Context: an optimization exercise on an open-source flow, tuned for small area. The choices shown serve that exercise and are no tape-out recipe. Only simulation tests tie the RTL to the original design; equivalence was not proved. Power and IR drop assume default switching activity.

rev 12:
Design fir_coeff_bank_ctrl, start of the top module:
module fir_coeff_bank_ctrl #(
  parameter int C_W   = fir_pkg::C_W_DEFAULT,
  parameter int C_NUM = fir_pkg::C_NUM_DEFAULT,
  parameter int IDX_W = fir_pkg::idx_width(C_NUM)
) (
  input  logic                 clock,
  input  logic                 reset,
  input  logic                 cfg_valid,
  output logic                 cfg_ready,
  input  logic [C_W-1:0]       cfg_data,
  input  logic                 cfg_last,
  input  logic                 commit_req,
  input  logic                 sample_strobe,
  output logic [C_NUM*C_W-1:0] coeff_flat,
  output logic                 bank_sel,
  output logic                 armed,
  output logic                 swap_done,
  output logic                 err_len
);
==> module fir_coeff_bank_ctrl, before the edit <==
module fir_coeff_bank_ctrl #(
  parameter int C_W   = fir_pkg::C_W_DEFAULT,
  parameter int C_NUM = fir_pkg::C_NUM_DEFAULT,
  parameter int IDX_W = fir_pkg::idx_width(C_NUM)
) (
  input  logic                 clock,
  input  logic                 reset,
  input  logic                 cfg_valid,
  output logic                 cfg_ready,
  input  logic [C_W-1:0]       cfg_data,
  input  logic                 cfg_last,
  input  logic                 commit_req,
  input  logic                 sample_strobe,
  output logic [C_NUM*C_W-1:0] coeff_flat,
  output logic                 bank_sel,
  output logic                 armed,
  output logic                 swap_done,
  output logic                 err_len
);
  logic [IDX_W-1:0] index_q, index_d;
  logic             drain_q, drain_d;
  logic             armed_q, armed_d;
  logic             bank_sel_q, bank_sel_d;
  logic             commit_pend_q, commit_pend_d;
  logic             err_len_q, err_len_d;
  logic             swap_stage_q, swap_stage_d;
  logic             swap_done_q;
  logic             cfg_ready_q, cfg_ready_d;
  logic             swap_idle_q;
  logic             xfer;
  logic             in_load;
  logic             at_final;
  assign xfer     = cfg_valid && cfg_ready_q;
  assign in_load  = (index_q != '0);
  if ((C_NUM - 1) == (1 << (IDX_W - 1))) begin : g_final_top_bit
    assign at_final = index_q[IDX_W-1];
  end else begin : g_final_cmp
    assign at_final = (index_q == IDX_W'(C_NUM - 1));
  end
  always_comb begin
    index_d       = index_q;
    drain_d       = drain_q;
    armed_d       = armed_q;
    bank_sel_d    = bank_sel_q;
    commit_pend_d = commit_pend_q;
    err_len_d     = 1'b0;
    swap_stage_d  = 1'b0;
    if (armed_q) begin
      if (commit_req) commit_pend_d = 1'b1;
      if (sample_strobe && (commit_pend_q || commit_req)) begin
        bank_sel_d    = ~bank_sel_q;
        commit_pend_d = 1'b0;
        armed_d       = 1'b0;
        swap_stage_d  = 1'b1;
      end
    end else if (drain_q) begin
      if (xfer && cfg_last) drain_d = 1'b0;
    end else begin
      if (in_load && commit_req) commit_pend_d = 1'b1;
      if (xfer) begin
        if (at_final && cfg_last) begin
          armed_d = 1'b1;
        end else if (at_final) begin
          drain_d   = 1'b1;
          err_len_d = 1'b1;
        end else if (cfg_last) begin
          err_len_d = 1'b1;
        end
      end
    end
    if (xfer) index_d = cfg_last ? '0 : index_q + 1'b1;
    if (err_len_d) commit_pend_d = 1'b0;
    cfg_ready_d = ~armed_d;
  end
  always_ff @(posedge clock) begin
    if (reset) begin
      index_q       <= '0;
      drain_q       <= 1'b0;
      armed_q       <= 1'b0;
      bank_sel_q    <= 1'b0;
      commit_pend_q <= 1'b0;
      err_len_q     <= 1'b0;
      swap_stage_q  <= 1'b0;
      swap_done_q   <= 1'b0;
      cfg_ready_q   <= 1'b0;
      swap_idle_q   <= 1'b1;
    end else begin
      index_q       <= index_d;
      drain_q       <= drain_d;
      armed_q       <= armed_d;
      bank_sel_q    <= bank_sel_d;
      commit_pend_q <= commit_pend_d;
      err_len_q     <= err_len_d;
      swap_stage_q  <= swap_stage_d;
      swap_done_q   <= swap_stage_q;
      cfg_ready_q   <= cfg_ready_d;
      swap_idle_q   <= ~swap_stage_d;
    end
  end
  fir_coeff_bank #(
    .C_W   (C_W),
    .C_NUM (C_NUM)
  ) u_bank (
    .clock      (clock),
    .reset      (reset),
    .shift      (xfer),
    .keep       (~cfg_valid | armed_q),
    .wr_data    (cfg_data),
    .load       (swap_stage_q),
    .hold       (swap_idle_q),
    .coeff_flat (coeff_flat)
  );
  assign cfg_ready = cfg_ready_q;
  assign bank_sel  = bank_sel_q;
  assign armed     = armed_q;
  assign swap_done = swap_done_q;
  assign err_len   = err_len_q;
endmodule
==> flow/config.mk <==
export PLATFORM = sky130hd
export DESIGN_NAME = fir_coeff_bank_ctrl
export DESIGN_NICKNAME = fir_coeff_bank_ctrl
export VERILOG_FILES = /design/flow/design.v
export SDC_FILE = /design/flow/constraint.sdc
export NUM_CORES = 4
export LEC_CHECK = 0
export CAP_MARGIN = 20
export CORE_MARGIN = 2
export CORE_UTILIZATION = 80
export SLEW_MARGIN = 20
export BUFFER_PORTS_ARGS = -buffer_cell sky130_fd_sc_hd__buf_1
export CTS_ARGS = -sink_clustering_enable -repair_clock_nets -dont_use_dummy_load -buf_list {sky130_fd_sc_hd__clkbuf_8} -sink_clustering_size 19 -sink_clustering_max_diameter 70
==> flow/constraint.sdc <==
create_clock -name core_clock -period 5.0 [get_ports {clock}]
set_input_delay 1.0000 -clock core_clock [delete_from_list [all_inputs] [get_ports {clock}]]
set_output_delay 1.0000 -clock core_clock [all_outputs]
set_load 0.01 [all_outputs]
standard.sh (not shown) runs the stock make flow with config.mk's settings and CLKGATE_MAP_FILE= SYNTH_SCRIPT=/design/flow/synth_recipe.tcl, a recipe that flattens the netlist after the stock synthesis.
==> flow/flow/run.sh <==
#!/bin/bash
# Standard ORFS layout (the standard.sh, standard synthesis unchanged) with
# two changes: port buffers use the smallest buffer, and CTS builds larger
# sink clusters from clkbuf_8 without dummy loads.
set -e
cat >> config.mk <<'EOF'
export BUFFER_PORTS_ARGS = -buffer_cell sky130_fd_sc_hd__buf_1
export CTS_ARGS = -sink_clustering_enable -repair_clock_nets -dont_use_dummy_load -buf_list {sky130_fd_sc_hd__clkbuf_8} -sink_clustering_size 19 -sink_clustering_max_diameter 70
EOF
bash standard.sh > standard.log 2>&1
Rev 12 | status: complete | timing, DRC, antenna: pass
> inputs changed (rev 12 -> rev 13)
-- flow/design.v --
<<< rev 12, line 66
  logic             swap_done_q;
  logic             cfg_ready_q, cfg_ready_d;
  logic             swap_idle_q;
  logic             xfer;
>>> rev 13, line 66
  logic             swap_done_q;
  logic             cfg_ready_q, cfg_ready_d;
  logic             cfg_busy_q;
  logic             swap_idle_q;
  logic             xfer;
<<< rev 12, line 123
      swap_done_q   <= 1'b0;
      cfg_ready_q   <= 1'b0;
      swap_idle_q   <= 1'b1;
    end else begin
>>> rev 13, line 124
      swap_done_q   <= 1'b0;
      cfg_ready_q   <= 1'b0;
      cfg_busy_q    <= 1'b1;
      swap_idle_q   <= 1'b1;
    end else begin
<<< rev 12, line 134
      swap_done_q   <= swap_stage_q;
      cfg_ready_q   <= cfg_ready_d;
      swap_idle_q   <= ~swap_stage_d;
    end
>>> rev 13, line 136
      swap_done_q   <= swap_stage_q;
      cfg_ready_q   <= cfg_ready_d;
      cfg_busy_q    <= ~cfg_ready_d;
      swap_idle_q   <= ~swap_stage_d;
    end
<<< rev 12, line 144
    .reset      (reset),
    .shift      (xfer),
    .keep       (~cfg_valid | armed_q),
    .wr_data    (cfg_data),
    .load       (swap_stage_q),
>>> rev 13, line 147
    .reset      (reset),
    .shift      (xfer),
    .keep       (~cfg_valid | cfg_busy_q),
    .wr_data    (cfg_data),
    .load       (swap_stage_q),
[summary]
Delta (rev 13 minus rev 12): register area closely matched the old numbers; number of search-and-repair iterations in the first detailed-routing pass increased by 1 relative to the old numbers; switching power increased by 19% relative to the old numbers; setup slack at placement decreased by 0.11 ns relative to the old numbers.
Diff rev 12..rev 13 | sequential share of layout area | negligible
Sort rev 12 and rev 13 by number of ordinary inverters in the final layout asc -> top: rev 12

re-timing with driven ports:
In the flow no input, the clock included, has a driving cell. The finished layouts below were timed again as built, in two steps. Step 1, drivers: a clkbuf_16 drives clock and a buf_2 each remaining input, both assumed. Step 2 times the ports against the registers' clock, not the clock port: input delays grow and output delays shrink by t, the midpoint of the rising clock arrivals with the driver on. Slacks: no drivers / after step 1 / after step 2; pairs: no drivers / after step 1.
| run | t (ns) | setup WS [ns] | worst setup path at the end | cell pins on the clock port's net |
|---|---|---|---|---|
| rev 12 | 0.680 | 2.561 / 2.507 / 1.917 | input to register | 1 |
| rev 13 | 0.689 | 2.597 / 2.547 / 1.898 | input to register | 1 |
After both steps setup and hold are still met in every run listed. The setup slack of rev 13, which loses most, moves by -0.050 ns with the drivers and by -0.699 ns with both steps.
